This design comes from an exercise in tuning for small area, a short achievable clock period and few clock cycles on the open sky130 flow, not from production work.
Function was not checked in any run shown here: the RTL went through the layout flow alone.
Power figures rest on the tool's default switching activity, not on a simulated workload.

**design/flow/constraint.sdc**
```tcl
create_clock -name core_clock -period 8.5 [get_ports {clk_state}]
set_input_delay 1.7000 -clock core_clock [delete_from_list [all_inputs] [get_ports {clk_state}]]
set_output_delay 1.7000 -clock core_clock [all_outputs]
set_load 0.01 [all_outputs]
```
**design/flow/run.sh**
```bash
#!/bin/bash
# synth_recipe.tcl (not shown) runs the flow's synth.tcl, then flattens the netlist and writes it again
# the make line also repeats each setting of config.mk as NAME=value (left out here)
make -C /OpenROAD-flow-scripts/flow DESIGN_CONFIG=/design/flow/config.mk WORK_HOME=/design/flow/orfs CLKGATE_MAP_FILE= SYNTH_SCRIPT=/design/flow/synth_recipe.tcl finish
```
**design/flow/design.v**
```verilog
package accum_pkg;
  localparam int unsigned NUM_ACC = 8;    
  localparam int unsigned ACC_W   = 32;
  localparam int unsigned OUT_W   = 64;   
  localparam int unsigned ADDR_W  = 3;
  localparam int unsigned LEN_W   = 16;   
  localparam logic [7:0] REG_CMD       = 8'h00;
  localparam logic [7:0] REG_ACCUM_LEN = 8'h04;
  localparam logic [7:0] REG_SCALE     = 8'h08;
  localparam logic [7:0] REG_SHIFT     = 8'h0C;
  localparam logic [7:0] REG_MODE      = 8'h10;
  localparam logic [7:0] REG_STATUS    = 8'h14;
  localparam logic [2:0] CMD_CLEAR     = 3'd1;
  localparam logic [2:0] CMD_ACCUM     = 3'd2;
  localparam logic [2:0] CMD_NORMQUANT = 3'd3;
  localparam logic [2:0] CMD_STREAMOUT = 3'd4;
  localparam logic MODE_8B  = 1'b0;
  localparam logic MODE_32B = 1'b1;
  typedef union packed {
    logic [OUT_W/8-1:0][7:0]           bytes;
    logic [OUT_W/ACC_W-1:0][ACC_W-1:0] words;
  } out_word_u;
endpackage
`timescale 1ns/1ps
module accum_top #(
  parameter int unsigned NumAcc = accum_pkg::NUM_ACC
) (
  input  logic                        clk_state,
  input  logic                        rst_ni,
  input  logic                        psel_i,
  input  logic                        penable_i,
  input  logic                        pwrite_i,
  input  logic [7:0]                  paddr_i,
  input  logic [31:0]                 pwdata_i,
  output logic [31:0]                 prdata_o,
  output logic                        pready_o,
  output logic                        pslverr_o,
  input  logic                        psum_valid_i,
  output logic                        psum_ready_o,
  input  logic [accum_pkg::ACC_W-1:0] psum_data_i,
  output logic                        out_valid_o,
  input  logic                        out_ready_i,
  output logic [accum_pkg::OUT_W-1:0] out_data_o,
  output logic                        done_o
);
  logic [15:0] len_q;
  logic [7:0]  scale_q;
  logic [4:0]  shift_q;
  logic        mode_q;
  logic        wr_access;
  assign wr_access = psel_i & penable_i & pwrite_i;
  assign pready_o  = 1'b1;
  always_ff @(posedge clk_state or negedge rst_ni) begin
    if (!rst_ni) begin
      len_q   <= '0;
      scale_q <= '0;
      shift_q <= '0;
      mode_q  <= 1'b0;
    end else if (wr_access) begin
      case (paddr_i)
        accum_pkg::REG_ACCUM_LEN: len_q   <= pwdata_i[15:0];
        accum_pkg::REG_SCALE:     scale_q <= pwdata_i[7:0];
        accum_pkg::REG_SHIFT:     shift_q <= pwdata_i[4:0];
        accum_pkg::REG_MODE:      mode_q  <= pwdata_i[0];
        default: ;
      endcase
    end
  end
  logic        acc_q;         
  logic        pend_q;        
  logic        busy_q;        
  logic        done_q;
  logic        err_q;
  logic [15:0] prd_q;
  logic [31:0] ring_q [8];
  logic [7:0]  z_q;
  logic        az_q;          
  logic [2:0]  hd_q;
  logic        acc_act_q;     
  logic [15:0] k_q;
  logic        rdy_q;
  logic        nq_act_q;      
  logic [3:0]  nq_cnt_q;
  logic        v2_q, v3_q;
  logic        so_act_q;      
  logic [1:0]  bc_q;
  logic        ov_q;
  logic [2:0] code;
  logic       is_clear, is_accum, is_nq, is_so, len0, imm;
  logic       clear_now, relabel;
  assign code      = pwdata_i[2:0];
  assign is_clear  = (code == accum_pkg::CMD_CLEAR);
  assign is_accum  = (code == accum_pkg::CMD_ACCUM);
  assign is_nq     = (code == accum_pkg::CMD_NORMQUANT);
  assign is_so     = (code == accum_pkg::CMD_STREAMOUT);
  assign len0      = (len_q == 16'd0);
  assign imm       = is_clear | (is_accum & len0);
  assign clear_now = acc_q & is_clear;
  assign relabel   = acc_q & is_accum & az_q;
  logic [31:0] head, tail_d, nq_word;
  logic        hs, ohs;
  assign head = z_q[0] ? 32'h0 : ring_q[0];
  logic [15:0] k_inc;
  logic        acc_last, acc_fin;
  assign k_inc        = k_q + 16'd1;
  assign acc_last     = (k_inc == len_q);
  assign psum_ready_o = rdy_q;
  assign hs           = psum_valid_i & rdy_q;
  assign acc_fin      = hs & acc_last;
  assign tail_d       = hs ? head + psum_data_i : head;
  logic        nq_issue, nq_fin;
  logic [39:0] sa_d, ca_d, sa_q, ca_q, p_q;
  assign nq_issue = (acc_q & is_nq) | (nq_act_q & ~nq_cnt_q[3]);
  assign nq_fin   = nq_act_q & nq_cnt_q[3] & v2_q;
  always_comb begin
    logic [39:0] pp [9];
    logic [39:0] a0, b0, a1, b1, a2, b2, c0, d0, c1, d1, e0, f0;
    for (int j = 0; j < 8; j++) begin
      pp[j] = '0;
      for (int i = 0; i < 31; i++) pp[j][i+j] = scale_q[j] & head[i];
      pp[j][31+j] = ~(scale_q[j] & head[31]);
    end
    pp[8] = 40'h80_8000_0000;
    a0 = pp[0] ^ pp[1] ^ pp[2];
    b0 = ((pp[0] & pp[1]) | (pp[0] & pp[2]) | (pp[1] & pp[2])) << 1;
    a1 = pp[3] ^ pp[4] ^ pp[5];
    b1 = ((pp[3] & pp[4]) | (pp[3] & pp[5]) | (pp[4] & pp[5])) << 1;
    a2 = pp[6] ^ pp[7] ^ pp[8];
    b2 = ((pp[6] & pp[7]) | (pp[6] & pp[8]) | (pp[7] & pp[8])) << 1;
    c0 = a0 ^ b0 ^ a1;
    d0 = ((a0 & b0) | (a0 & a1) | (b0 & a1)) << 1;
    c1 = b1 ^ a2 ^ b2;
    d1 = ((b1 & a2) | (b1 & b2) | (a2 & b2)) << 1;
    e0 = c0 ^ d0 ^ c1;
    f0 = ((c0 & d0) | (c0 & c1) | (d0 & c1)) << 1;
    sa_d = e0 ^ f0 ^ d1;
    ca_d = ((e0 & f0) | (e0 & d1) | (f0 & d1)) << 1;
  end
  logic [22:0] t1;
  logic [14:0] t2;
  logic [10:0] t3;
  logic [8:0]  t4;
  logic [7:0]  t5, clip;
  logic [31:0] thr, over;
  logic        ovf;
  assign t1 = shift_q[4] ? p_q[38:16] : p_q[22:0];
  assign t2 = shift_q[3] ? t1[22:8]   : t1[14:0];
  assign t3 = shift_q[2] ? t2[14:4]   : t2[10:0];
  assign t4 = shift_q[1] ? t3[10:2]   : t3[8:0];
  assign t5 = shift_q[0] ? t4[8:1]    : t4[7:0];
  always_comb begin
    for (int j = 0; j < 32; j++) begin
      thr[j]  = (j >= 32'(shift_q));
      over[j] = thr[j] & (p_q[j+7] ^ p_q[39]);
    end
  end
  assign ovf     = |over;
  assign clip    = ovf ? {p_q[39], {7{~p_q[39]}}} : t5;
  assign nq_word = {{24{clip[7]}}, clip};
  logic so_last;
  assign out_valid_o = ov_q;
  assign ohs         = ov_q & out_ready_i;
  assign so_last     = ~mode_q | (bc_q == 2'd3);
  always_comb begin
    if (mode_q) begin
      out_data_o = {ring_q[1], ring_q[0]};
    end else begin
      for (int i = 0; i < 8; i++) out_data_o[8*i +: 8] = ring_q[i][7:0];
    end
  end
  logic        run_done, busy_n, done_a, take_a;
  logic        s_setup, s_cmd, s_known, s_imm, s_acc, s_addr_ok;
  logic [15:0] s_rd;
  logic        acc_act_d, so_act_d;
  logic [2:0]  hd_d;
  logic [15:0] k_d;
  logic [1:0]  bc_d;
  logic [7:0]  z_d;
  assign run_done = (acc_act_q & acc_fin) | nq_fin | (so_act_q & ohs & so_last);
  assign busy_n  = busy_q & ~done_q;
  assign done_a  = run_done | pend_q;
  assign take_a  = ~busy_n | done_a;
  assign s_setup = psel_i & ~penable_i;
  assign s_cmd   = pwrite_i & (paddr_i == accum_pkg::REG_CMD);
  assign s_known = (code == accum_pkg::CMD_CLEAR) | (code == accum_pkg::CMD_ACCUM) |
                   (code == accum_pkg::CMD_NORMQUANT) | (code == accum_pkg::CMD_STREAMOUT);
  assign s_imm   = imm;
  assign s_acc   = s_setup & s_cmd & s_known & take_a;
  always_comb begin
    s_addr_ok = 1'b1;
    s_rd      = '0;
    case (paddr_i)
      accum_pkg::REG_CMD:       s_rd = '0;
      accum_pkg::REG_ACCUM_LEN: s_rd = len_q;
      accum_pkg::REG_SCALE:     s_rd = 16'(scale_q);
      accum_pkg::REG_SHIFT:     s_rd = 16'(shift_q);
      accum_pkg::REG_MODE:      s_rd = 16'(mode_q);
      accum_pkg::REG_STATUS:    s_rd = {8'(NumAcc), 7'h0, busy_n & ~done_a};
      default:                  s_addr_ok = 1'b0;
    endcase
  end
  assign acc_act_d = (acc_q & is_accum & ~len0) | (acc_act_q & ~acc_fin);
  assign so_act_d  = (acc_q & is_so) | (so_act_q & ~(ohs & so_last));
  assign hd_d      = relabel ? 3'd0 : hd_q + 3'd1;
  assign k_d       = acc_q ? 16'd0 : (hs ? k_inc : k_q);
  assign bc_d      = acc_q ? 2'd0 : bc_q + {1'b0, ohs};
  assign z_d       = clear_now ? 8'hff : {1'b0, z_q[7], z_q[6] & ~v3_q, z_q[5:1]};
  always_ff @(posedge clk_state or negedge rst_ni) begin
    if (!rst_ni) begin
      acc_q     <= 1'b0;
      pend_q    <= 1'b0;
      busy_q    <= 1'b0;
      done_q    <= 1'b0;
      hd_q      <= '0;
      z_q       <= '1;
      az_q      <= 1'b1;
      acc_act_q <= 1'b0;
      k_q       <= '0;
      rdy_q     <= 1'b0;
      nq_act_q  <= 1'b0;
      nq_cnt_q  <= '0;
      v2_q      <= 1'b0;
      v3_q      <= 1'b0;
      so_act_q  <= 1'b0;
      bc_q      <= '0;
      ov_q      <= 1'b0;
    end else begin
      acc_q     <= s_acc;
      pend_q    <= s_acc & s_imm & busy_n;
      done_q    <= done_a | (s_acc & s_imm & ~busy_n);
      busy_q    <= busy_n | (acc_q & (~imm | pend_q));
      hd_q      <= hd_d;
      z_q       <= z_d;
      az_q      <= clear_now | (az_q & ~hs & ~v3_q);
      acc_act_q <= acc_act_d;
      k_q       <= k_d;
      rdy_q     <= acc_act_d & (hd_d == k_d[2:0]);
      nq_act_q  <= (acc_q & is_nq) | (nq_act_q & ~nq_fin);
      if (acc_q)         nq_cnt_q <= 4'd1;
      else if (nq_issue) nq_cnt_q <= nq_cnt_q + 4'd1;
      v2_q      <= nq_issue;
      v3_q      <= v2_q;
      so_act_q  <= so_act_d;
      bc_q      <= bc_d;
      ov_q      <= so_act_d & ~|z_d &
                   (mode_q ? (hd_d == {bc_d, 1'b0}) : (hd_d == 3'd0));
    end
  end
  always_ff @(posedge clk_state) begin
    err_q    <= ~s_addr_ok | (s_cmd & (~s_known | ~take_a));
    prd_q    <= s_rd;
  end
  assign pslverr_o = err_q;
  assign prdata_o  = {16'h0, prd_q};
  assign done_o    = done_q;
  always_ff @(posedge clk_state) begin
    for (int i = 0; i < 8; i++) begin
      if (i == 7)      ring_q[i] <= tail_d;
      else if (i == 5) ring_q[i] <= v3_q ? nq_word : ring_q[6];
      else             ring_q[i] <= ring_q[i+1];
    end
    sa_q <= sa_d;
    ca_q <= ca_d;
    p_q  <= sa_q + ca_q;
  end
endmodule
```
**design/flow/config.mk**
```make
export PLATFORM = sky130hd
export DESIGN_NAME = accum_top
export DESIGN_NICKNAME = accum_top
export VERILOG_FILES = /design/flow/design.v
export SDC_FILE = /design/flow/constraint.sdc
export NUM_CORES = 4
export LEC_CHECK = 0
export CAP_MARGIN = 20
export CORE_MARGIN = 2
export CORE_UTILIZATION = 40
export SLEW_MARGIN = 20
```
==> run notes, run 1 <==
# TYPE chip_impl_metric gauge
chip_impl_info{name="status",value="finished clean"} 1
chip_impl_metric{name="critical_path.max_fanout",unit=""} 5
chip_impl_metric{name="initial_utilization",unit="%"} 40.2
chip_impl_metric{name="cts_made_buffers",unit=""} 49
chip_impl_metric{name="max_clock_freq",unit="MHz"} 224
chip_impl_metric{name="dp_hpwl",unit="um"} 45200
chip_impl_info{name="root_buffer",value="clkbuf_16"} 1
chip_impl_metric{name="overall_die_height",unit="um"} 252
chip_impl_metric{name="synth_top_area_share",unit="%"} 31.5
chip_impl_metric{name="first_iter_violations",unit=""} 934
chip_impl_metric{name="number_of_max_capacitance_violations_reported",unit=""} 0
chip_impl_info{name="cell_taking_the_most_area_after_synthesis",value="dfxtp_1"} 1
chip_impl_metric{name="cts_resized",unit=""} 0
chip_impl_metric{name="layout.filler_cells",unit=""} 5629
chip_impl_metric{name="grt_pass1_wl",unit="um"} 99200
chip_impl_info{name="clock_tree_from_tritoncts",value="built"} 1
chip_impl_metric{name="post_drt_via_cell_ratio",unit=""} 5.10
chip_impl_metric{name="cellPowerDensity",unit="mW/mm2"} 213
chip_impl_metric{name="final_max_slew_viol_count",unit=""} 0
chip_impl_metric{name="design.final.nets",unit=""} 2848
chip_impl_metric{name="yosys_register_bits",unit=""} 463
chip_impl_info{name="setup_repair_after_global_routing_missed_its_margin",value="false"} 1
chip_impl_info{name="setup.worst_path.end_class",value="flip-flop"} 1
chip_impl_metric{name="postCtsSetupBuffers",unit=""} 0
chip_impl_metric{name="clkLatencyLatePin",unit="ns"} 0.60
chip_impl_metric{name="total_power",unit="mW"} 6.07
chip_impl_metric{name="async_reset_ff_share",unit="%"} 16.2
chip_impl_metric{name="total_die_area",unit="mm2"} 0.0636
chip_impl_metric{name="max-slew-margin-rel",unit="%"} 23.4
chip_impl_metric{name="multi_input_comb_area",unit="mm2"} 0.0135
chip_impl_metric{name="globalRouteOverflowTotal",unit=""} 0
chip_impl_metric{name="ff_latch_area",unit="mm2"} 0.00966
chip_impl_metric{name="cts_hold_repair.buffers",unit=""} 0
chip_impl_metric{name="synth_edf_count",unit=""} 0
chip_impl_metric{name="final.setup.tns",unit="ns"} 0
chip_impl_metric{name="synth.yosys.seq_area_share",unit="%"} 39.2
chip_impl_metric{name="layout-area-overhead-vs-synth",unit="%"} 15.3
chip_impl_metric{name="clock_sinks",unit=""} 463
chip_impl_metric{name="worst_pin_slew",unit="ns"} 1.15
chip_impl_metric{name="critPathArrivalTime",unit="ns"} 4.92
chip_impl_metric{name="portBuffers",unit=""} 146
chip_impl_metric{name="clock_tree.htree_level_count",unit=""} 2
chip_impl_metric{name="antenna_viol_nets_final",unit=""} 0
chip_impl_metric{name="row_count",unit=""} 91
chip_impl_metric{name="die_w",unit="um"} 252
chip_impl_info{name="critical_path_class",value="primary input to flip-flop"} 1
chip_impl_metric{name="global_route.usage.total",unit="%"} 19.9
chip_impl_metric{name="synth_area_per_cell",unit="um2"} 10.4
chip_impl_metric{name="post_synth_inst_count",unit=""} 2376
chip_impl_metric{name="drt-total-wl",unit="um"} 62200
chip_impl_metric{name="detailroute.via_count",unit=""} 16800
chip_impl_metric{name="final-hold-violation-count",unit=""} 0
chip_impl_metric{name="clock_skews",unit="ns"} 0.0289
chip_impl_info{name="launching_element_type_of_the_critical_path",value="primary input"} 1
chip_impl_metric{name="ys_types",unit=""} 77
chip_impl_info{name="worst_hold_path_type",value="flip-flop to flip-flop"} 1
chip_impl_metric{name="synthesis.area",unit="mm2"} 0.0247
chip_impl_info{name="synth.top_cells.by_area",value="dfxtp_1 (32%), fa_1 (15%), dfrtp_1 (6.7%), and2_1 (6.4%), ha_1 (5.9%)"} 1
chip_impl_metric{name="finalWorstSetupSlack",unit="ns"} 4.03
chip_impl_metric{name="grt_start_max_net_pins",unit=""} 76
chip_impl_metric{name="route.detailed.drc",unit=""} 0
chip_impl_info{name="synth_top_flop_cell",value="dfxtp_1"} 1
chip_impl_metric{name="drive_above_1_share",unit="%"} 10.1
chip_impl_metric{name="place_ws",unit="ns"} 3.57
chip_impl_metric{name="cts.reportedPaths.clkPinSlew",unit="ns"} 0.07
chip_impl_metric{name="peakVddDrop",unit="mV"} 0.268
chip_impl_metric{name="critical_path_required",unit="ns"} 8.96
chip_impl_metric{name="max-clock-path-buffers",unit=""} 3
chip_impl_metric{name="vias_in_the_first_global_route",unit=""} 17800
chip_impl_metric{name="synth-warning-count",unit=""} 3
chip_impl_metric{name="final.min_clock_period",unit="ns"} 4.47
chip_impl_metric{name="finalSetupViolations",unit=""} 0
chip_impl_metric{name="gpl.final_weighted_congestion",unit=""} 0.856
chip_impl_metric{name="timing.final.crit_share",unit="%"} 52.5
chip_impl_metric{name="p_leak",unit="nW"} 12.8
chip_impl_metric{name="boundaryPins",unit=""} 180
chip_impl_metric{name="avgRoutedWirePerCell",unit="um"} 18.8
chip_impl_metric{name="detail_route.first_pass.iterations",unit=""} 5
chip_impl_metric{name="floorplan.core_area",unit="mm2"} 0.0614
chip_impl_metric{name="antenna_found_initial",unit=""} 5
-- registers in the layout, summed over array words and instances, names as in the netlist, 2 cells and up --
signal / cells
bc_q: 2
ca_q: 35
hd_q: 3
k_q: 16
len_q: 16
nq_cnt_q: 4
p_q: 40
prd_q: 16
ring_q: 256
sa_q: 40
scale_q: 8
shift_q: 5
z_q: 8
-- final timing paths --
kind                                start            end  slack, ns  cells past startpoint
setup reg to reg                   z_q[0]  ring_q[7][25]       4.19                     10
max in group asynchronous          rst_ni         mode_q       6.58                      1
setup / recovery           psum_data_i[3]  ring_q[7][25]       4.03                     10
min in group asynchronous          rst_ni       len_q[5]       1.26                      1
hold / removal              ring_q[5][14]  ring_q[4][14]       0.31                      0
hold reg to reg             ring_q[5][14]  ring_q[4][14]       0.31                      0
-- cell type report --
type,count,area share [%]
Clock inverter,23,1.02
Tap cell,790,3.48
Antenna cell,1,0.00880
Clock buffer,69,5.08
Inverter,233,3.08
Multi-Input combinational cell,1552,47.6
Sequential cell,463,34.0
Timing Repair Buffer,170,5.76
-- critical path: stages --
cell	delay, ns
clkdlybuf4s50_1	0.47
ha_1	0.35
nand2_1	0.08
o31ai_1	0.68
o2111ai_1	0.29
a21oi_1	0.27
o21ai_0	0.17
a2111oi_0	0.65
o21a_1	0.19
o31ai_1	0.07
-- through the flow --
stage,std cells,util (%),hold WS (ns),instance area [um2]
6_report,3301,46.3,0.314,28400
5_1_grt,3300,46.3,0.326,28400
4_1_cts,3299,46.3,0.318,28400
3_5_place_dp,3207,43.5,0.312,26700
3_3_place_gp,3207,43.5,0.311,26700
2_1_floorplan,2391,-,0.310,24700
-- layout by cell type (no fill, tap or decap), types with 10 or more instances in the layout --
master,n
dfxtp_1,388
and2_1,251
inv_1,233
fa_1,183
clkdlybuf4s50_1,145
nand2_1,136
ha_1,117
o21ai_0,110
mux2_2,101
a21oi_1,77
nor2_1,69
dfrtp_1,65
clkbuf_16,51
xnor2_1,50
xor2_1,47
nor2b_1,45
a21o_1,26
nand3_1,25
buf_4,25
nor3_1,21
nand2b_1,19
and3_1,19
mux2i_1,18
a211oi_1,17
conb_1,17
mux4_2,14
o211ai_1,14
a31oi_1,13
o31ai_1,12
nor4_1,12
o21a_1,11
a22o_1,11
o21bai_1,10
clkbuf_8,10
-- power by group --
group | switching (mW) | total (mW) | internal [mW]
Combinational | 0.616 | 1.10 | 0.487
Clock | 0.906 | 2.25 | 1.35
Sequential | 0.168 | 2.71 | 2.55
-- synthesized netlist by cell type (66+ instances only) --
master,n
fa_1,183
o21ai_0,110
dfrtp_1,66
dfxtp_1,388
inv_1,233
a21oi_1,77
ha_1,117
and2_1,252
nor2_1,69
clkbuf_1,104
nand2_1,137
mux2_2,101
-- cell families (layout without fill, tap and decap cells) --
kind of cell,Yosys count,count (layout),synth area share [%]
and+or+nand+nor,648,648,14.3
DFF,463,463,39.2
buffers and inverters,376,495,6.20
AOI/OAI and AO/OA,357,357,9.42
adders and majority gates,300,300,20.8
muxes,133,133,6.62
xor gates and xnor gates,97,97,3.45
other,2,18,0.0305
-- metal layers --
layer / track usage [%] / part of all wire (%) / vias up
met5: 0 / 0 / -
met2: 33.4 / 47 / 412
met3: 3.01 / 4.4 / 102
met1: 26.3 / 46 / 8347
li1: - / - / 7965
met4: 6.71 / 2.7 / 0
==> run 2, diff against run 1 <==
--- a/design/flow/config.mk
+++ b/design/flow/config.mk
@@ -9,3 +9,4 @@
 export CORE_MARGIN = 2
 export CORE_UTILIZATION = 40
+export SETUP_SLACK_MARGIN = 4
 export SLEW_MARGIN = 20
==> run notes, run 2 <==
# TYPE chip_impl_metric gauge
chip_impl_metric{name="cts_made_buffers",unit=""} 49
chip_impl_metric{name="net_switching_share_of_the_total_power",unit="%"} 27.8
chip_impl_metric{name="globalRouteOverflowTotal",unit=""} 0
chip_impl_metric{name="initial_utilization",unit="%"} 40.2
chip_impl_metric{name="clock_tree.htree_level_count",unit=""} 2
chip_impl_metric{name="gpl.final_weighted_congestion",unit=""} 0.856
chip_impl_metric{name="critical_path.max_fanout",unit=""} 61
chip_impl_metric{name="p_leak",unit="nW"} 12.8
chip_impl_metric{name="yosys_register_bits",unit=""} 463
chip_impl_metric{name="post_synth_inst_count",unit=""} 2376
chip_impl_metric{name="final.min_clock_period",unit="ns"} 4.36
chip_impl_metric{name="synth_edf_count",unit=""} 0
chip_impl_metric{name="async_reset_ff_share",unit="%"} 16.2
chip_impl_metric{name="max-slew-margin-rel",unit="%"} 23.5
chip_impl_metric{name="clock_power_share",unit="%"} 37.1
chip_impl_info{name="critical_path_class",value="flip-flop to primary output"} 1
chip_impl_info{name="worst_hold_path_type",value="flip-flop to flip-flop"} 1
chip_impl_metric{name="antenna_viol_nets_final",unit=""} 0
chip_impl_metric{name="peakVddDrop",unit="mV"} 0.268
chip_impl_metric{name="clock_sinks",unit=""} 463
chip_impl_metric{name="layout-area-overhead-vs-synth",unit="%"} 15.3
chip_impl_metric{name="max_clock_freq",unit="MHz"} 229
chip_impl_metric{name="overall_die_height",unit="um"} 252
chip_impl_metric{name="final-hold-violation-count",unit=""} 0
chip_impl_metric{name="synth_area_per_cell",unit="um2"} 10.4
chip_impl_metric{name="cellPowerDensity",unit="mW/mm2"} 213
chip_impl_metric{name="clkLatencyLatePin",unit="ns"} 0.60
chip_impl_metric{name="synthesis.area",unit="mm2"} 0.0247
chip_impl_metric{name="drive_above_1_share",unit="%"} 10.2
chip_impl_metric{name="clock_skews",unit="ns"} 0.0280
chip_impl_metric{name="number_of_max_capacitance_violations_reported",unit=""} 0
chip_impl_metric{name="vias_in_the_first_global_route",unit=""} 17800
chip_impl_metric{name="portBuffers",unit=""} 146
chip_impl_metric{name="reg2regPathDepth",unit=""} 10
chip_impl_info{name="synth.cells.most_frequent",value="dfxtp_1 (388), and2_1 (252), inv_1 (233)"} 1
chip_impl_metric{name="critPathArrivalTime",unit="ns"} 2.66
chip_impl_metric{name="detail_route.first_pass.iterations",unit=""} 5
chip_impl_metric{name="synth-warning-count",unit=""} 3
chip_impl_metric{name="grt_pass1_wl",unit="um"} 99200
chip_impl_metric{name="die_w",unit="um"} 252
chip_impl_metric{name="cts.reportedPaths.clkPinSlew",unit="ns"} 0.07
chip_impl_metric{name="dp_hpwl",unit="um"} 45200
chip_impl_metric{name="finalWorstSetupSlack",unit="ns"} 4.14
chip_impl_metric{name="p_sw",unit="mW"} 1.69
chip_impl_info{name="setup_repair_after_global_routing_missed_its_margin",value="false"} 1
chip_impl_metric{name="final_max_slew_viol_count",unit=""} 0
chip_impl_metric{name="critical_path_required",unit="ns"} 6.80
chip_impl_metric{name="total_die_area",unit="mm2"} 0.0636
chip_impl_metric{name="rrSetupSlack",unit="ns"} 4.19
chip_impl_metric{name="drt-total-wl",unit="um"} 62200
chip_impl_metric{name="hold_path_depth",unit=""} 0
chip_impl_metric{name="global_route.usage.total",unit="%"} 19.9
chip_impl_info{name="setup.worst_path.end_class",value="primary output"} 1
chip_impl_info{name="launching_element_type_of_the_critical_path",value="flip-flop"} 1
chip_impl_metric{name="number_of_flip_flops_under_the_largest_register_name",unit=""} 256
chip_impl_info{name="root_buffer",value="clkbuf_16"} 1
chip_impl_metric{name="power.sequential.fraction",unit="%"} 44.7
chip_impl_metric{name="postCtsSetupBuffers",unit=""} 0
chip_impl_metric{name="synth.yosys.seq_area_share",unit="%"} 39.2
chip_impl_info{name="layout_commonest_cell",value="dfxtp_1"} 1
chip_impl_metric{name="grt_start_max_net_pins",unit=""} 76
chip_impl_metric{name="final.setup.tns",unit="ns"} 0
chip_impl_metric{name="p_int",unit="mW"} 4.38
chip_impl_metric{name="floorplan.core_area",unit="mm2"} 0.0614
chip_impl_info{name="largestRegisters",value="ring_q: 256 flops, p_q: 40 flops, sa_q: 40 flops"} 1
chip_impl_metric{name="avgRoutedWirePerCell",unit="um"} 18.9
chip_impl_metric{name="row_count",unit=""} 91
chip_impl_metric{name="place_ws",unit="ns"} 3.57
chip_impl_info{name="synth.top_cells.by_area",value="dfxtp_1 (32%), fa_1 (15%), dfrtp_1 (6.7%), and2_1 (6.4%), ha_1 (5.9%)"} 1
chip_impl_metric{name="comb_power_share",unit="%"} 18.2
chip_impl_metric{name="finalSetupViolations",unit=""} 0
chip_impl_metric{name="ys_types",unit=""} 77
chip_impl_metric{name="first_iter_violations",unit=""} 955
chip_impl_metric{name="final_cell_area",unit="mm2"} 0.0284
chip_impl_metric{name="max-clock-path-buffers",unit=""} 3
chip_impl_info{name="status",value="finished clean"} 1
chip_impl_metric{name="boundaryPins",unit=""} 180
chip_impl_metric{name="timing.final.crit_share",unit="%"} 51.3
chip_impl_info{name="cell_taking_the_most_area_after_synthesis",value="dfxtp_1"} 1
chip_impl_metric{name="final.hold.worst_slack",unit="ns"} 0.313
chip_impl_metric{name="postPlaceCellArea",unit="mm2"} 0.0267
chip_impl_metric{name="antenna_found_initial",unit=""} 5
chip_impl_metric{name="worst_pin_slew",unit="ns"} 1.14
chip_impl_metric{name="route.detailed.drc",unit=""} 0
chip_impl_metric{name="synth_top_area_share",unit="%"} 31.5
chip_impl_info{name="synth.most_common_cell",value="dfxtp_1"} 1
chip_impl_metric{name="cts_hold_repair.buffers",unit=""} 0
chip_impl_metric{name="post_drt_via_cell_ratio",unit=""} 5.10
chip_impl_info{name="synth_top_flop_cell",value="dfxtp_1"} 1
chip_impl_metric{name="detailroute.via_count",unit=""} 16800
chip_impl_info{name="layout_common_cells",value="dfxtp_1 (388), and2_1 (251), inv_1 (233)"} 1
chip_impl_info{name="registers.top_by_ff_count",value="ring_q"} 1
chip_impl_info{name="clock_tree_from_tritoncts",value="built"} 1
chip_impl_metric{name="design.final.nets",unit=""} 2848
[run 2: cell counts after synthesis]
Identical to the previous run, type by type.
[run 2: area by class of cell]
cell class	count	area, um2
clock inverter	23	290
fill	5628	32900
antenna	1	2.50
sequential	463	9660
multi-input combinational	1552	13500
tap	790	988
clock buffer	69	1440
timing repair buffer	170	1640
inverter	233	875
[run 2: cell families (layout without fill, tap and decap cells)]
logic type	after synthesis	after routing	synth area share (%)
AND/OR/NAND/NOR	648	648	14.3
flip-flops	463	463	39.2
buffers and inverters	376	495	6.20
AO/OA/AOI/OAI	357	357	9.42
adder cells (fa/ha/maj)	300	300	20.8
multiplexers	133	133	6.62
XOR/XNOR	97	97	3.45
other	2	18	0.0305
[run 2: worst paths after layout]
check	to	startpoint
hold / removal	ring_q[4][14]	ring_q[5][14]
setup / recovery	out_data_o[57]	mode_q
hold reg to reg	ring_q[4][14]	ring_q[5][14]
setup reg to reg	ring_q[7][28]	z_q[0]
max in group asynchronous	mode_q	rst_ni
min in group asynchronous	len_q[5]	rst_ni
[run 2: per-layer routing]
| metal | GRT usage (%) | wire, um |
|---|---|---|
| met5 | 0 | 0 |
| met4 | 6.71 | 1710 |
| met3 | 3.01 | 2900 |
| met2 | 33.4 | 29300 |
| met1 | 26.3 | 28300 |
[run 2: power by group through the flow]
stage	combinational, mW	sequential, mW	clock [mW]
2_1_floorplan	0.636	2.67	0
3_3_place_gp	1.09	2.75	0
3_5_place_dp	1.10	2.76	0
5_1_grt	1.19	2.75	2.39
6_report	1.11	2.71	2.25
4_1_cts	1.11	2.72	2.31
[run 2: critical path, stage by stage, from the launching register on]
cell and delay, ns:
dfrtp_2 0.36, buf_4 0.62, mux2_2 0.45, clkdlybuf4s50_1 0.54
[run 2: what timing repair did]
action	4_1_cts	5_1_grt
gates resized for setup	0	1
endpoints found under the setup margin	0	1
hold endpoints to repair	0	0
[run 2: metrics by stage]
step           cells  power, mW  util (%)
2_1_floorplan   2391       3.31         -
3_3_place_gp    3207       3.84      43.5
3_5_place_dp    3207       3.85      43.5
4_1_cts         3299       6.13      46.3
5_1_grt         3300       6.33      46.3
6_report        3301       6.07      46.3
==> run 3, diff against run 2 <==
--- a/design/flow/config.mk
+++ b/design/flow/config.mk
@@ -9,4 +9,4 @@
 export CORE_MARGIN = 2
 export CORE_UTILIZATION = 40
-export SETUP_SLACK_MARGIN = 4
+export SETUP_SLACK_MARGIN = 5
 export SLEW_MARGIN = 20
==> run notes, run 3 <==
# TYPE chip_impl_metric gauge
chip_impl_metric{name="synth.yosys.seq_area_share",unit="%"} 39.2
chip_impl_metric{name="portBuffers",unit=""} 146
chip_impl_metric{name="net_switching_share_of_the_total_power",unit="%"} 28.0
chip_impl_metric{name="peakVddDrop",unit="mV"} 0.210
chip_impl_metric{name="reg2regPathDepth",unit=""} 12
chip_impl_info{name="root_buffer",value="clkbuf_16"} 1
chip_impl_info{name="setup_repair_after_global_routing_missed_its_margin",value="true"} 1
chip_impl_metric{name="first_iter_violations",unit=""} 961
chip_impl_metric{name="cts.reportedPaths.clkPinSlew",unit="ns"} 0.06
chip_impl_metric{name="place.detailed.instances",unit=""} 3219
chip_impl_metric{name="finalSetupViolations",unit=""} 0
chip_impl_metric{name="cts_hold_repair.buffers",unit=""} 0
chip_impl_info{name="timing.hold.worst.start",value="ring_q[2][9]"} 1
chip_impl_metric{name="die_w",unit="um"} 252
chip_impl_metric{name="power.sequential.fraction",unit="%"} 43.8
chip_impl_metric{name="layout.filler_cells",unit=""} 5490
chip_impl_metric{name="clock_sinks",unit=""} 463
chip_impl_info{name="cell_taking_the_most_area_after_synthesis",value="dfxtp_1"} 1
chip_impl_info{name="synth.cells.most_frequent",value="dfxtp_1 (388), and2_1 (252), inv_1 (233)"} 1
chip_impl_metric{name="timing.final.crit_share",unit="%"} 42.2
chip_impl_info{name="worstReg2RegEnd",value="sa_q[20]"} 1
chip_impl_metric{name="design.final.nets",unit=""} 2946
chip_impl_metric{name="avgRoutedWirePerCell",unit="um"} 19.6
chip_impl_info{name="whs_endpoint",value="ring_q[1][9]"} 1
chip_impl_metric{name="route.detailed.drc",unit=""} 0
chip_impl_metric{name="wl_met1",unit="um"} 30300
chip_impl_metric{name="detailroute.wirelength.met2",unit="um"} 31700
chip_impl_metric{name="overall_die_height",unit="um"} 252
chip_impl_metric{name="layout-area-overhead-vs-synth",unit="%"} 24.0
chip_impl_info{name="launching_element_type_of_the_critical_path",value="flip-flop"} 1
chip_impl_metric{name="global_route.usage.total",unit="%"} 21.0
chip_impl_info{name="synth.top_cells.by_area",value="dfxtp_1 (32%), fa_1 (15%), dfrtp_1 (6.7%), and2_1 (6.4%), ha_1 (5.9%)"} 1
chip_impl_metric{name="row_count",unit=""} 91
chip_impl_metric{name="drive_above_1_share",unit="%"} 23.3
chip_impl_metric{name="comb_power_share",unit="%"} 21.2
chip_impl_metric{name="critical_path_required",unit="ns"} 6.80
chip_impl_metric{name="critPathArrivalTime",unit="ns"} 1.89
chip_impl_metric{name="rrSetupSlack",unit="ns"} 4.95
chip_impl_metric{name="globalRouteOverflowTotal",unit=""} 0
chip_impl_info{name="status",value="finished clean"} 1
chip_impl_metric{name="dp_hpwl",unit="um"} 45700
chip_impl_metric{name="yosys_register_bits",unit=""} 463
chip_impl_metric{name="ys_types",unit=""} 77
chip_impl_metric{name="fin_cells",unit=""} 3396
chip_impl_metric{name="synth-warning-count",unit=""} 3
chip_impl_metric{name="max-clock-path-buffers",unit=""} 3
chip_impl_metric{name="place_ws",unit="ns"} 3.95
chip_impl_metric{name="worst_pin_slew",unit="ns"} 0.896
chip_impl_metric{name="antenna_viol_nets_final",unit=""} 0
chip_impl_info{name="largestRegisters",value="ring_q: 256 flops, p_q: 40 flops, sa_q: 40 flops"} 1
chip_impl_metric{name="clkLatencyLatePin",unit="ns"} 0.60
chip_impl_metric{name="total_power",unit="mW"} 6.17
chip_impl_metric{name="grt_pass1_wl",unit="um"} 103000
chip_impl_metric{name="drt-total-wl",unit="um"} 66500
chip_impl_info{name="synth_top_flop_cell",value="dfxtp_1"} 1
chip_impl_metric{name="total_die_area",unit="mm2"} 0.0636
chip_impl_metric{name="critical_path.max_fanout",unit=""} 9
chip_impl_metric{name="post_synth_inst_count",unit=""} 2376
chip_impl_info{name="clock_tree_from_tritoncts",value="built"} 1
chip_impl_info{name="setup.worst_path.end_class",value="primary output"} 1
chip_impl_metric{name="cts_made_buffers",unit=""} 46
chip_impl_metric{name="final-hold-violation-count",unit=""} 0
chip_impl_metric{name="antenna_found_initial",unit=""} 2
chip_impl_metric{name="final_cell_area",unit="mm2"} 0.0306
chip_impl_info{name="layout_common_cells",value="dfxtp_1 (388), inv_1 (210), and2_1 (200)"} 1
chip_impl_metric{name="finalWorstSetupSlack",unit="ns"} 4.91
chip_impl_metric{name="cellPowerDensity",unit="mW/mm2"} 202
chip_impl_metric{name="p_leak",unit="nW"} 13.7
chip_impl_info{name="worst_hold_path_type",value="flip-flop to flip-flop"} 1
chip_impl_metric{name="max-slew-margin-rel",unit="%"} 39.7
chip_impl_info{name="synth.most_common_cell",value="dfxtp_1"} 1
chip_impl_metric{name="detailroute.via_count",unit=""} 17300
chip_impl_info{name="cp-startpoint",value="mode_q"} 1
chip_impl_metric{name="postPlaceCellArea",unit="mm2"} 0.0269
chip_impl_metric{name="final_max_slew_viol_count",unit=""} 0
chip_impl_metric{name="synth_top_area_share",unit="%"} 31.5
chip_impl_info{name="worstReg2RegStart",value="z_q[0]"} 1
chip_impl_info{name="critical_path_class",value="flip-flop to primary output"} 1
chip_impl_metric{name="grt_start_max_net_pins",unit=""} 76
chip_impl_metric{name="max_clock_freq",unit="MHz"} 279
chip_impl_info{name="top_layer",value="met4"} 1
chip_impl_metric{name="floorplan.core_area",unit="mm2"} 0.0614
chip_impl_metric{name="final.setup.tns",unit="ns"} 0
chip_impl_metric{name="clock_power_share",unit="%"} 35.0
chip_impl_metric{name="clock_skews",unit="ns"} 0.0174
chip_impl_metric{name="p_int",unit="mW"} 4.44
chip_impl_metric{name="clock_tree.htree_level_count",unit=""} 2
chip_impl_metric{name="hold_path_depth",unit=""} 0
chip_impl_metric{name="synthesis.area",unit="mm2"} 0.0247
chip_impl_metric{name="detail_route.first_pass.iterations",unit=""} 5
chip_impl_metric{name="post_drt_via_cell_ratio",unit=""} 5.09
chip_impl_metric{name="synth_edf_count",unit=""} 0
chip_impl_info{name="registers.top_by_ff_count",value="ring_q"} 1
chip_impl_metric{name="async_reset_ff_share",unit="%"} 16.2
chip_impl_metric{name="initial_utilization",unit="%"} 40.2
chip_impl_metric{name="final.min_clock_period",unit="ns"} 3.59
chip_impl_metric{name="p_sw",unit="mW"} 1.73
chip_impl_metric{name="gpl.final_weighted_congestion",unit=""} 0.882
chip_impl_metric{name="number_of_flip_flops_under_the_largest_register_name",unit=""} 256
chip_impl_metric{name="boundaryPins",unit=""} 180
chip_impl_metric{name="synth_area_per_cell",unit="um2"} 10.4
chip_impl_info{name="layout_commonest_cell",value="dfxtp_1"} 1
chip_impl_metric{name="wl_met3",unit="um"} 3020
chip_impl_metric{name="number_of_max_capacitance_violations_reported",unit=""} 0
chip_impl_metric{name="vias_in_the_first_global_route",unit=""} 18100
-- run 3: worst max path at each step --
stage / end / slack [ns] / cells past startpoint
after floorplan: ring_q[7][28] / 4.89 / 11
final: out_data_o[41] / 4.91 / 5
after detailed placement: pend_q / 3.95 / 9
after CTS: out_data_o[41] / 4.89 / 5
after global placement: pend_q / 3.96 / 9
after global routing: out_data_o[41] / 4.86 / 5
-- run 3: area by class of cell --
class / count / area, um2 / area share [%]
multi-input cells: 1553 / 14500 / 47.4
flip-flops and latches: 463 / 9670 / 31.6
repair buffers: 270 / 2910 / 9.51
clock buffers: 61 / 1370 / 4.48
well taps: 790 / 988 / 3.23
inverters: 233 / 875 / 2.86
clock inverters: 22 / 273 / 0.893
diodes: 4 / 10.0 / 0.0328
-- run 3: logic make-up after synthesis --
family | share of synthesized area [%]
AO/OA/AOI/OAI | 9.42
XOR/XNOR | 3.45
adder cells (fa/ha/maj) | 20.8
buffers and inverters | 6.20
flip-flops | 39.2
multiplexers | 6.62
other | 0.0305
AND/OR/NAND/NOR | 14.3
-- run 3: power by group through the flow --
stage          clock, mW  sequential [mW]  combinational [mW]
6_report            2.16             2.70                1.31
5_1_grt             2.29             2.74                1.39
4_1_cts             2.21             2.70                1.19
3_5_place_dp           0             2.74                1.11
3_3_place_gp           0             2.73                1.10
2_1_floorplan          0             2.67               0.648
-- run 3: metal layers --
metal	global-route usage [%]	up-vias
li1	-	8164
met3	2.78	90
met1	28.6	8655
met5	0	-
met4	5.90	0
met2	34.9	360
-- run 3: through the flow --
stage          hold slack, ns  util, %
3_5_place_dp            0.312     43.8
3_3_place_gp            0.310     43.8
6_report                0.322     49.8
4_1_cts                 0.323     48.3
5_1_grt                 0.329     49.8
2_1_floorplan           0.310        -
-- run 3: repair_timing --
item	4_1_cts	5_1_grt
gates resized for setup	396	184
cloned	11	2
setup buffers	48	28
setup endpoints to repair	170	159
pin swaps	50	98
-- run 3: critical path: stages (launching register included) --
cell	delay (ns)
dfrtp_2	0.43
buf_8	0.13
buf_12	0.14
buf_4	0.14
mux2_2	0.29
buf_2	0.15
==> run 4, diff against run 3 <==
--- a/design/flow/design.v
+++ b/design/flow/design.v
@@ -48,21 +48,24 @@
   logic [4:0]  shift_q;
   logic        mode_q;
-  logic        wr_access;
-  assign wr_access = psel_i & penable_i & pwrite_i;
-  assign pready_o  = 1'b1;
+  logic [3:0]  wsel_q;        
+  logic        s_wr;
+  assign pready_o = 1'b1;
+  assign s_wr     = psel_i & ~penable_i & pwrite_i;
   always_ff @(posedge clk_state or negedge rst_ni) begin
     if (!rst_ni) begin
+      wsel_q  <= '0;
       len_q   <= '0;
       scale_q <= '0;
       shift_q <= '0;
       mode_q  <= 1'b0;
-    end else if (wr_access) begin
-      case (paddr_i)
-        accum_pkg::REG_ACCUM_LEN: len_q   <= pwdata_i[15:0];
-        accum_pkg::REG_SCALE:     scale_q <= pwdata_i[7:0];
-        accum_pkg::REG_SHIFT:     shift_q <= pwdata_i[4:0];
-        accum_pkg::REG_MODE:      mode_q  <= pwdata_i[0];
-        default: ;
-      endcase
+    end else begin
+      wsel_q <= {s_wr & (paddr_i == accum_pkg::REG_MODE),
+                 s_wr & (paddr_i == accum_pkg::REG_SHIFT),
+                 s_wr & (paddr_i == accum_pkg::REG_SCALE),
+                 s_wr & (paddr_i == accum_pkg::REG_ACCUM_LEN)};
+      if (wsel_q[0]) len_q   <= pwdata_i[15:0];
+      if (wsel_q[1]) scale_q <= pwdata_i[7:0];
+      if (wsel_q[2]) shift_q <= pwdata_i[4:0];
+      if (wsel_q[3]) mode_q  <= pwdata_i[0];
     end
   end
@@ -98,5 +101,5 @@
   assign clear_now = acc_q & is_clear;
   assign relabel   = acc_q & is_accum & az_q;
-  logic [31:0] head, tail_d, nq_word;
+  logic [31:0] head, nq_word;
   logic        hs, ohs;
   assign head = z_q[0] ? 32'h0 : ring_q[0];
@@ -108,5 +111,8 @@
   assign hs           = psum_valid_i & rdy_q;
   assign acc_fin      = hs & acc_last;
-  assign tail_d       = hs ? head + psum_data_i : head;
+  logic [31:0] psum_q;
+  logic        add_q;
+  logic [31:0] w6_d;
+  assign w6_d = add_q ? ring_q[7] + psum_q : ring_q[7];
   logic        nq_issue, nq_fin;
   logic [39:0] sa_d, ca_d, sa_q, ca_q, p_q;
@@ -220,4 +226,5 @@
       nq_act_q  <= 1'b0;
       nq_cnt_q  <= '0;
+      add_q     <= 1'b0;
       v2_q      <= 1'b0;
       v3_q      <= 1'b0;
@@ -232,5 +239,5 @@
       hd_q      <= hd_d;
       z_q       <= z_d;
-      az_q      <= clear_now | (az_q & ~hs & ~v3_q);
+      az_q      <= clear_now | (az_q & ~hs & ~add_q & ~v3_q);
       acc_act_q <= acc_act_d;
       k_q       <= k_d;
@@ -239,4 +246,5 @@
       if (acc_q)         nq_cnt_q <= 4'd1;
       else if (nq_issue) nq_cnt_q <= nq_cnt_q + 4'd1;
+      add_q     <= hs;
       v2_q      <= nq_issue;
       v3_q      <= v2_q;
@@ -256,8 +264,10 @@
   always_ff @(posedge clk_state) begin
     for (int i = 0; i < 8; i++) begin
-      if (i == 7)      ring_q[i] <= tail_d;
+      if (i == 7)      ring_q[i] <= head;
+      else if (i == 6) ring_q[i] <= w6_d;
       else if (i == 5) ring_q[i] <= v3_q ? nq_word : ring_q[6];
       else             ring_q[i] <= ring_q[i+1];
     end
+    psum_q <= psum_data_i;
     sa_q <= sa_d;
     ca_q <= ca_d;
==> run notes, run 4 <==
# TYPE chip_impl_metric gauge
chip_impl_info{name="status",value="finished clean"} 1
chip_impl_metric{name="globalRouteOverflowTotal",unit=""} 0
chip_impl_info{name="crit_chain",value="buf_12 > buf_16 > buf_8 > mux2_4 > buf_6"} 1
chip_impl_metric{name="antenna_cells",unit=""} 0
chip_impl_metric{name="grt_pass1_wl",unit="um"} 101000
chip_impl_metric{name="final_max_slew_viol_count",unit=""} 0
chip_impl_info{name="synth_top_flop_cell",value="dfxtp_1"} 1
chip_impl_info{name="layout_commonest_cell",value="dfxtp_1"} 1
chip_impl_metric{name="final.min_clock_period",unit="ns"} 3.66
chip_impl_metric{name="row_count",unit=""} 92
chip_impl_metric{name="max-slew-margin-rel",unit="%"} 30.9
chip_impl_metric{name="boundaryPins",unit=""} 180
chip_impl_metric{name="number_of_max_capacitance_violations_reported",unit=""} 0
chip_impl_info{name="worst_hold_path_type",value="flip-flop to flip-flop"} 1
chip_impl_metric{name="floorplan.core_area",unit="mm2"} 0.0630
chip_impl_info{name="root_buffer",value="clkbuf_16"} 1
chip_impl_metric{name="yosys_register_bits",unit=""} 500
chip_impl_metric{name="place.detailed.instances",unit=""} 3256
chip_impl_metric{name="cts.reportedPaths.clkPinSlew",unit="ns"} 0.06
chip_impl_metric{name="layout-area-overhead-vs-synth",unit="%"} 22.9
chip_impl_info{name="largestRegisters",value="ring_q: 256 flops, p_q: 40 flops, sa_q: 40 flops"} 1
chip_impl_info{name="synth.top_cells.by_area",value="dfxtp_1 (33%), fa_1 (14%), dfrtp_1 (7.0%), and2_1 (6.3%), ha_1 (5.8%)"} 1
chip_impl_metric{name="die_w",unit="um"} 256
chip_impl_metric{name="drt-total-wl",unit="um"} 65200
chip_impl_metric{name="clock_tree.htree_level_count",unit=""} 2
chip_impl_metric{name="antenna_found_initial",unit=""} 5
chip_impl_info{name="setup.worst_path.end_class",value="primary output"} 1
chip_impl_metric{name="critical_path.max_fanout",unit=""} 7
chip_impl_metric{name="detailroute.via_count",unit=""} 17100
chip_impl_metric{name="comb_power_share",unit="%"} 2.6
chip_impl_metric{name="finalSetupViolations",unit=""} 0
chip_impl_metric{name="net_switching_share_of_the_total_power",unit="%"} 21.9
chip_impl_metric{name="timing.final.crit_share",unit="%"} 43.1
chip_impl_info{name="critical_path_class",value="flip-flop to primary output"} 1
chip_impl_metric{name="first_iter_violations",unit=""} 854
chip_impl_metric{name="synth_area_per_cell",unit="um2"} 10.7
chip_impl_metric{name="antenna_viol_nets_final",unit=""} 0
chip_impl_metric{name="critical_path_buf_inv_count",unit=""} 4
chip_impl_metric{name="grt_start_max_net_pins",unit=""} 81
chip_impl_metric{name="worst_pin_slew",unit="ns"} 1.03
chip_impl_info{name="clock_tree_from_tritoncts",value="built"} 1
chip_impl_metric{name="total_die_area",unit="mm2"} 0.0655
chip_impl_info{name="cp_top_family",value="buffers and inverters"} 1
chip_impl_metric{name="power.sequential.fraction",unit="%"} 49.1
chip_impl_metric{name="synthesis.area",unit="mm2"} 0.0254
chip_impl_metric{name="fin_cells",unit=""} 3440
chip_impl_metric{name="clock_power_share",unit="%"} 48.3
chip_impl_metric{name="clock_skews",unit="ns"} 0.0593
chip_impl_metric{name="post_synth_inst_count",unit=""} 2369
chip_impl_metric{name="hold_path_depth",unit=""} 0
chip_impl_metric{name="critPathArrivalTime",unit="ns"} 1.96
chip_impl_metric{name="vias_in_the_first_global_route",unit=""} 17900
chip_impl_metric{name="p_leak",unit="nW"} 14.0
chip_impl_metric{name="gpl.final_weighted_congestion",unit=""} 0.910
chip_impl_info{name="cp_slowest_cell",value="dfrtp_2"} 1
chip_impl_info{name="layout_common_cells",value="dfxtp_1 (419), inv_1 (196), and2_1 (185)"} 1
chip_impl_info{name="cell_taking_the_most_area_after_synthesis",value="dfxtp_1"} 1
chip_impl_metric{name="drive_above_1_share",unit="%"} 24.7
chip_impl_metric{name="synth.yosys.seq_area_share",unit="%"} 41.0
chip_impl_metric{name="number_of_flip_flops_under_the_largest_register_name",unit=""} 256
chip_impl_metric{name="max-clock-path-buffers",unit=""} 3
chip_impl_metric{name="clkLatencyLatePin",unit="ns"} 0.64
chip_impl_metric{name="dp_hpwl",unit="um"} 43800
chip_impl_info{name="launching_element_type_of_the_critical_path",value="flip-flop"} 1
chip_impl_metric{name="cts_made_buffers",unit=""} 52
chip_impl_info{name="synth.most_common_cell",value="dfxtp_1"} 1
chip_impl_metric{name="peakVddDrop",unit="mV"} 0.153
chip_impl_metric{name="initial_utilization",unit="%"} 40.3
chip_impl_metric{name="cellPowerDensity",unit="mW/mm2"} 158
chip_impl_metric{name="final.setup.tns",unit="ns"} 0
chip_impl_metric{name="max_clock_freq",unit="MHz"} 273
chip_impl_metric{name="design.final.nets",unit=""} 2930
chip_impl_metric{name="synth-warning-count",unit=""} 3
chip_impl_metric{name="critical_path_max_stage_delay",unit="ns"} 0.41
chip_impl_metric{name="synth_top_area_share",unit="%"} 33.1
chip_impl_metric{name="ys_types",unit=""} 84
chip_impl_metric{name="reg2regPathDepth",unit=""} 11
chip_impl_metric{name="worst-path-stages",unit=""} 5
chip_impl_metric{name="layout.filler_cells",unit=""} 5556
chip_impl_metric{name="p_sw",unit="mW"} 1.08
chip_impl_metric{name="critical_path_required",unit="ns"} 6.80
chip_impl_metric{name="final-hold-violation-count",unit=""} 0
chip_impl_metric{name="p_int",unit="mW"} 3.85
chip_impl_metric{name="post_drt_via_cell_ratio",unit=""} 4.98
chip_impl_info{name="synth.cells.most_frequent",value="dfxtp_1 (420), and2_1 (254), inv_1 (238)"} 1
chip_impl_info{name="registers.top_by_ff_count",value="ring_q"} 1
chip_impl_metric{name="rrSetupSlack",unit="ns"} 4.89
chip_impl_metric{name="detail_route.first_pass.iterations",unit=""} 5
chip_impl_metric{name="global_route.usage.total",unit="%"} 19.7
chip_impl_metric{name="async_reset_ff_share",unit="%"} 16.0
chip_impl_metric{name="synth_edf_count",unit=""} 0
chip_impl_metric{name="route.detailed.drc",unit=""} 0
chip_impl_metric{name="avgRoutedWirePerCell",unit="um"} 18.9
chip_impl_metric{name="overall_die_height",unit="um"} 256
chip_impl_metric{name="clock_sinks",unit=""} 500
chip_impl_metric{name="portBuffers",unit=""} 146
chip_impl_info{name="setup_repair_after_global_routing_missed_its_margin",value="true"} 1
-- run 4: area by class of cell --
| type | count | area (um2) | share of cell area, % |
|---|---|---|---|
| Multi-Input combinational cell | 1508 | 14200 | 45.6 |
| Sequential cell | 500 | 10400 | 33.4 |
| Timing Repair Buffer | 250 | 2730 | 8.74 |
| Clock buffer | 69 | 1480 | 4.73 |
| Tap cell | 846 | 1060 | 3.39 |
| Inverter | 239 | 897 | 2.88 |
| Clock inverter | 28 | 363 | 1.16 |
-- run 4: logic make-up (layout without fill, tap and decap cells) --
group                      Yosys count  after routing  synth area share [%]
buffers and inverters              381            586                  6.41
AOI/OAI and AO/OA                  333            333                  8.44
other                                2             17                0.0296
adders and majority gates          300            300                  20.2
and+or+nand+nor                    600            605                  13.1
muxes                              152            152                  7.32
xor gates and xnor gates           101            101                  3.48
DFF                                500            500                  41.0
-- run 4: repair_timing --
item                                    in CTS  in global routing
cloned                                      10                  2
buffers inserted                            53                 22
endpoints found under the setup margin     132                129
pin swaps                                   72                 81
hold buffers                                 0                  0
resized for setup                          467                142
-- run 4: per-layer routing --
layer | up-vias | routed length (um) | share of wire [%] | global-route usage (%)
met3 | 112 | 2790 | 4.3 | 2.36
met2 | 366 | 31700 | 49 | 34.3
li1 | 8091 | - | - | -
met4 | 0 | 1990 | 3.1 | 5.78
met5 | - | 0 | 0 | 0
met1 | 8548 | 28700 | 44 | 25.7
-- run 4: worst paths after layout --
check | from | end
setup reg to reg | z_q[0] | sa_q[15]
hold / removal | ring_q[5][25] | ring_q[4][25]
setup / recovery | mode_q | out_data_o[50]
hold reg to reg | ring_q[5][25] | ring_q[4][25]
min in group asynchronous | rst_ni | len_q[11]
max in group asynchronous | rst_ni | shift_q[0]
-- run 4: power groups by stage --
stage	Combinational [mW]	Sequential, mW	Clock (mW)
floorplan	0.0647	2.46	0
global placement	0.111	2.47	0
detailed placement	0.113	2.47	0
CTS	0.128	2.42	2.43
global route	0.139	2.42	2.53
finish	0.129	2.42	2.38
-- run 4: through the flow --
| stage | util [%] | total power [mW] | hold WS, ns | worst slack (ns) | instance area, um2 |
|---|---|---|---|---|---|
| final | 49.5 | 4.93 | 0.278 | 4.84 | 31200 |
| after global placement | 43.5 | 2.58 | 0.310 | 4.09 | 27400 |
| after global routing | 49.5 | 5.09 | 0.288 | 4.80 | 31200 |
| after detailed placement | 43.5 | 2.58 | 0.312 | 4.07 | 27400 |
| after CTS | 48.6 | 4.98 | 0.274 | 4.81 | 30600 |
| after floorplan | - | 2.52 | 0.310 | 5.06 | 25400 |
==> run 5, diff against run 4 <==
--- a/design/flow/config.mk
+++ b/design/flow/config.mk
@@ -9,4 +9,3 @@
 export CORE_MARGIN = 2
 export CORE_UTILIZATION = 40
-export SETUP_SLACK_MARGIN = 5
 export SLEW_MARGIN = 20
==> run notes, run 5 <==
# TYPE chip_impl_metric gauge
chip_impl_info{name="status",value="finished clean"} 1
chip_impl_metric{name="p_int",unit="mW"} 3.84
chip_impl_metric{name="synth-warning-count",unit=""} 3
chip_impl_metric{name="p_leak",unit="nW"} 13.2
chip_impl_metric{name="clock_sinks",unit=""} 500
chip_impl_info{name="synth.most_common_cell",value="dfxtp_1"} 1
chip_impl_metric{name="number_of_max_capacitance_violations_reported",unit=""} 0
chip_impl_metric{name="critical_path_max_stage_delay",unit="ns"} 0.60
chip_impl_metric{name="detailroute.via_count",unit=""} 16600
chip_impl_metric{name="async_reset_ff_share",unit="%"} 16.0
chip_impl_metric{name="postCtsSetupBuffers",unit=""} 0
chip_impl_metric{name="portBuffers",unit=""} 146
chip_impl_metric{name="route.detailed.drc",unit=""} 0
chip_impl_metric{name="max-slew-margin-rel",unit="%"} 23.4
chip_impl_info{name="registers.top_by_ff_count",value="ring_q"} 1
chip_impl_metric{name="avgRoutedWirePerCell",unit="um"} 17.7
chip_impl_metric{name="clock_tree.htree_level_count",unit=""} 2
chip_impl_metric{name="clock_skews",unit="ns"} 0.0604
chip_impl_metric{name="fin_util",unit="%"} 46.4
chip_impl_metric{name="critical_path.max_fanout",unit=""} 62
chip_impl_metric{name="cts.reportedPaths.clkPinSlew",unit="ns"} 0.06
chip_impl_metric{name="vias_in_the_first_global_route",unit=""} 17300
chip_impl_metric{name="layout.filler_cells",unit=""} 5785
chip_impl_info{name="setup_repair_after_global_routing_missed_its_margin",value="false"} 1
chip_impl_metric{name="clock_power_share",unit="%"} 48.3
chip_impl_metric{name="max_clock_freq",unit="MHz"} 231
chip_impl_metric{name="place_ws",unit="ns"} 4.07
chip_impl_info{name="clock_tree_from_tritoncts",value="built"} 1
chip_impl_metric{name="cts_made_buffers",unit=""} 52
chip_impl_metric{name="synthesis.area",unit="mm2"} 0.0254
chip_impl_metric{name="final_max_slew_viol_count",unit=""} 0
chip_impl_metric{name="finalSetupViolations",unit=""} 0
chip_impl_metric{name="post_synth_inst_count",unit=""} 2369
chip_impl_metric{name="cellPowerDensity",unit="mW/mm2"} 168
chip_impl_metric{name="antenna_cells",unit=""} 0
chip_impl_metric{name="globalRouteOverflowTotal",unit=""} 0
chip_impl_metric{name="synth_area_per_cell",unit="um2"} 10.7
chip_impl_metric{name="gpl.final_weighted_congestion",unit=""} 0.910
chip_impl_info{name="root_buffer",value="clkbuf_16"} 1
chip_impl_metric{name="yosys_register_bits",unit=""} 500
chip_impl_metric{name="ys_types",unit=""} 84
chip_impl_metric{name="dp_hpwl",unit="um"} 43800
chip_impl_metric{name="final.hold.worst_slack",unit="ns"} 0.277
chip_impl_metric{name="final-hold-violation-count",unit=""} 0
chip_impl_metric{name="peakVddDrop",unit="mV"} 0.154
chip_impl_metric{name="overall_die_height",unit="um"} 256
chip_impl_metric{name="synth.yosys.seq_area_share",unit="%"} 41.0
chip_impl_metric{name="total_die_area",unit="mm2"} 0.0655
chip_impl_info{name="worst_hold_path_type",value="flip-flop to flip-flop"} 1
chip_impl_info{name="setup.worst_path.end_class",value="primary output"} 1
chip_impl_metric{name="cts_hold_repair.buffers",unit=""} 0
chip_impl_metric{name="max-clock-path-buffers",unit=""} 3
chip_impl_metric{name="global_route.usage.total",unit="%"} 18.2
chip_impl_metric{name="critPathArrivalTime",unit="ns"} 2.62
chip_impl_metric{name="synth_top_area_share",unit="%"} 33.1
chip_impl_metric{name="clkLatencyLatePin",unit="ns"} 0.64
chip_impl_metric{name="critical_path_required",unit="ns"} 6.80
chip_impl_metric{name="net_switching_share_of_the_total_power",unit="%"} 21.7
chip_impl_metric{name="design.final.nets",unit=""} 2843
chip_impl_metric{name="first_iter_violations",unit=""} 768
chip_impl_metric{name="grt_pass1_wl",unit="um"} 94500
chip_impl_metric{name="comb_power_share",unit="%"} 2.3
chip_impl_metric{name="postPlaceCellArea",unit="mm2"} 0.0274
chip_impl_metric{name="boundaryPins",unit=""} 180
chip_impl_metric{name="die_w",unit="um"} 256
chip_impl_metric{name="row_count",unit=""} 92
chip_impl_info{name="critical_path_class",value="flip-flop to primary output"} 1
chip_impl_metric{name="drive_above_1_share",unit="%"} 11.2
chip_impl_info{name="launching_element_type_of_the_critical_path",value="flip-flop"} 1
chip_impl_metric{name="cts_resized",unit=""} 0
chip_impl_metric{name="number_of_flip_flops_under_the_largest_register_name",unit=""} 256
## run 5: routing by layer
layer / GRT usage (%) / up-vias / routed length, um
met4: 5.15 / 0 / 1470
met1: 23.9 / 8221 / 26500
met3: 2.40 / 98 / 2220
met2: 31.6 / 332 / 29100
met5: 0 / - / 0
li1: - / 7919 / -
## run 5: worst paths after layout
kind / start / to / slack [ns] / depth (start not counted)
hold reg to reg: ring_q[5][25] / ring_q[4][25] / 0.28 / 0
setup reg to reg: z_q[0] / sa_q[8] / 4.37 / 8
min in group asynchronous: rst_ni / len_q[14] / 1.12 / 1
max in group asynchronous: rst_ni / mode_q / 6.85 / 1
setup / recovery: mode_q / out_data_o[50] / 4.18 / 3
hold / removal: ring_q[5][25] / ring_q[4][25] / 0.28 / 0
## run 5: kinds of logic after synthesis
kind of cell / count (synthesis) / share of synthesized area (%)
XOR/XNOR: 101 / 3.48
AND/OR/NAND/NOR: 600 / 13.1
AO/OA/AOI/OAI: 333 / 8.44
other: 2 / 0.0296
buffers and inverters: 381 / 6.41
adder cells (fa/ha/maj): 300 / 20.2
multiplexers: 152 / 7.32
flip-flops: 500 / 41.0
## run 5: power by group through the flow
stage | Sequential (mW) | Clock (mW) | Combinational (mW)
floorplan | 2.46 | 0 | 0.0647
global placement | 2.47 | 0 | 0.111
detailed placement | 2.47 | 0 | 0.113
CTS | 2.42 | 2.43 | 0.114
global route | 2.42 | 2.53 | 0.124
finish | 2.42 | 2.37 | 0.113
## run 5: critical path, delay by kind of cell (launching register included)
kind | cells | cell delay, ns
buffers and inverters | 2 | 1.10
multiplexers | 1 | 0.45
flip-flops | 1 | 0.35
## run 5: area by class of cell
cell class / count / area (um2) / area share (%)
Clock buffer: 69 / 1480 / 5.04
Sequential cell: 500 / 10400 / 35.6
Timing Repair Buffer: 168 / 1630 / 5.57
Multi-Input combinational cell: 1503 / 13400 / 45.8
Inverter: 239 / 897 / 3.07
Clock inverter: 28 / 363 / 1.24
Tap cell: 846 / 1060 / 3.62
## run 5: per-stage QoR
step,total power [mW],instances
2_1_floorplan,2.52,2384
4_1_cts,4.97,3353
5_1_grt,5.07,3353
3_5_place_dp,2.58,3256
3_3_place_gp,2.58,3256
6_report,4.90,3353

re-timing with driven ports:
The results above use ideal ports. As a check the final layouts listed here were re-extracted and re-timed, cells and wires unchanged. Step 1: set_driving_cell puts a clkbuf_16 on clk_state and a buf_2 on each other input, an assumption about the parent block. Step 2 also shifts input and output timing later by t, the mid clock arrival at the registers, as if the neighbouring blocks saw the same clock. Slacks: ideal / step 1 / step 2; pairs: ideal / step 1.
run	shift t [ns]	setup WS [ns]	clock arrival spread, ns
run 1	0.643	4.034 / 4.069 / 3.426	0.032 / 0.032
run 2	0.643	4.141 / 4.085 / 3.555	0.031 / 0.031
run 3	0.643	4.915 / 4.857 / 4.431	0.022 / 0.022
run 4	0.665	4.840 / 4.783 / 4.571	0.061 / 0.060
run 5	0.662	4.175 / 4.120 / 3.973	0.061 / 0.061
After both steps setup and hold are still met in every run listed. For run 1, which loses most, drivers alone change the setup slack by +0.035 ns; drivers and shift together by -0.608 ns.
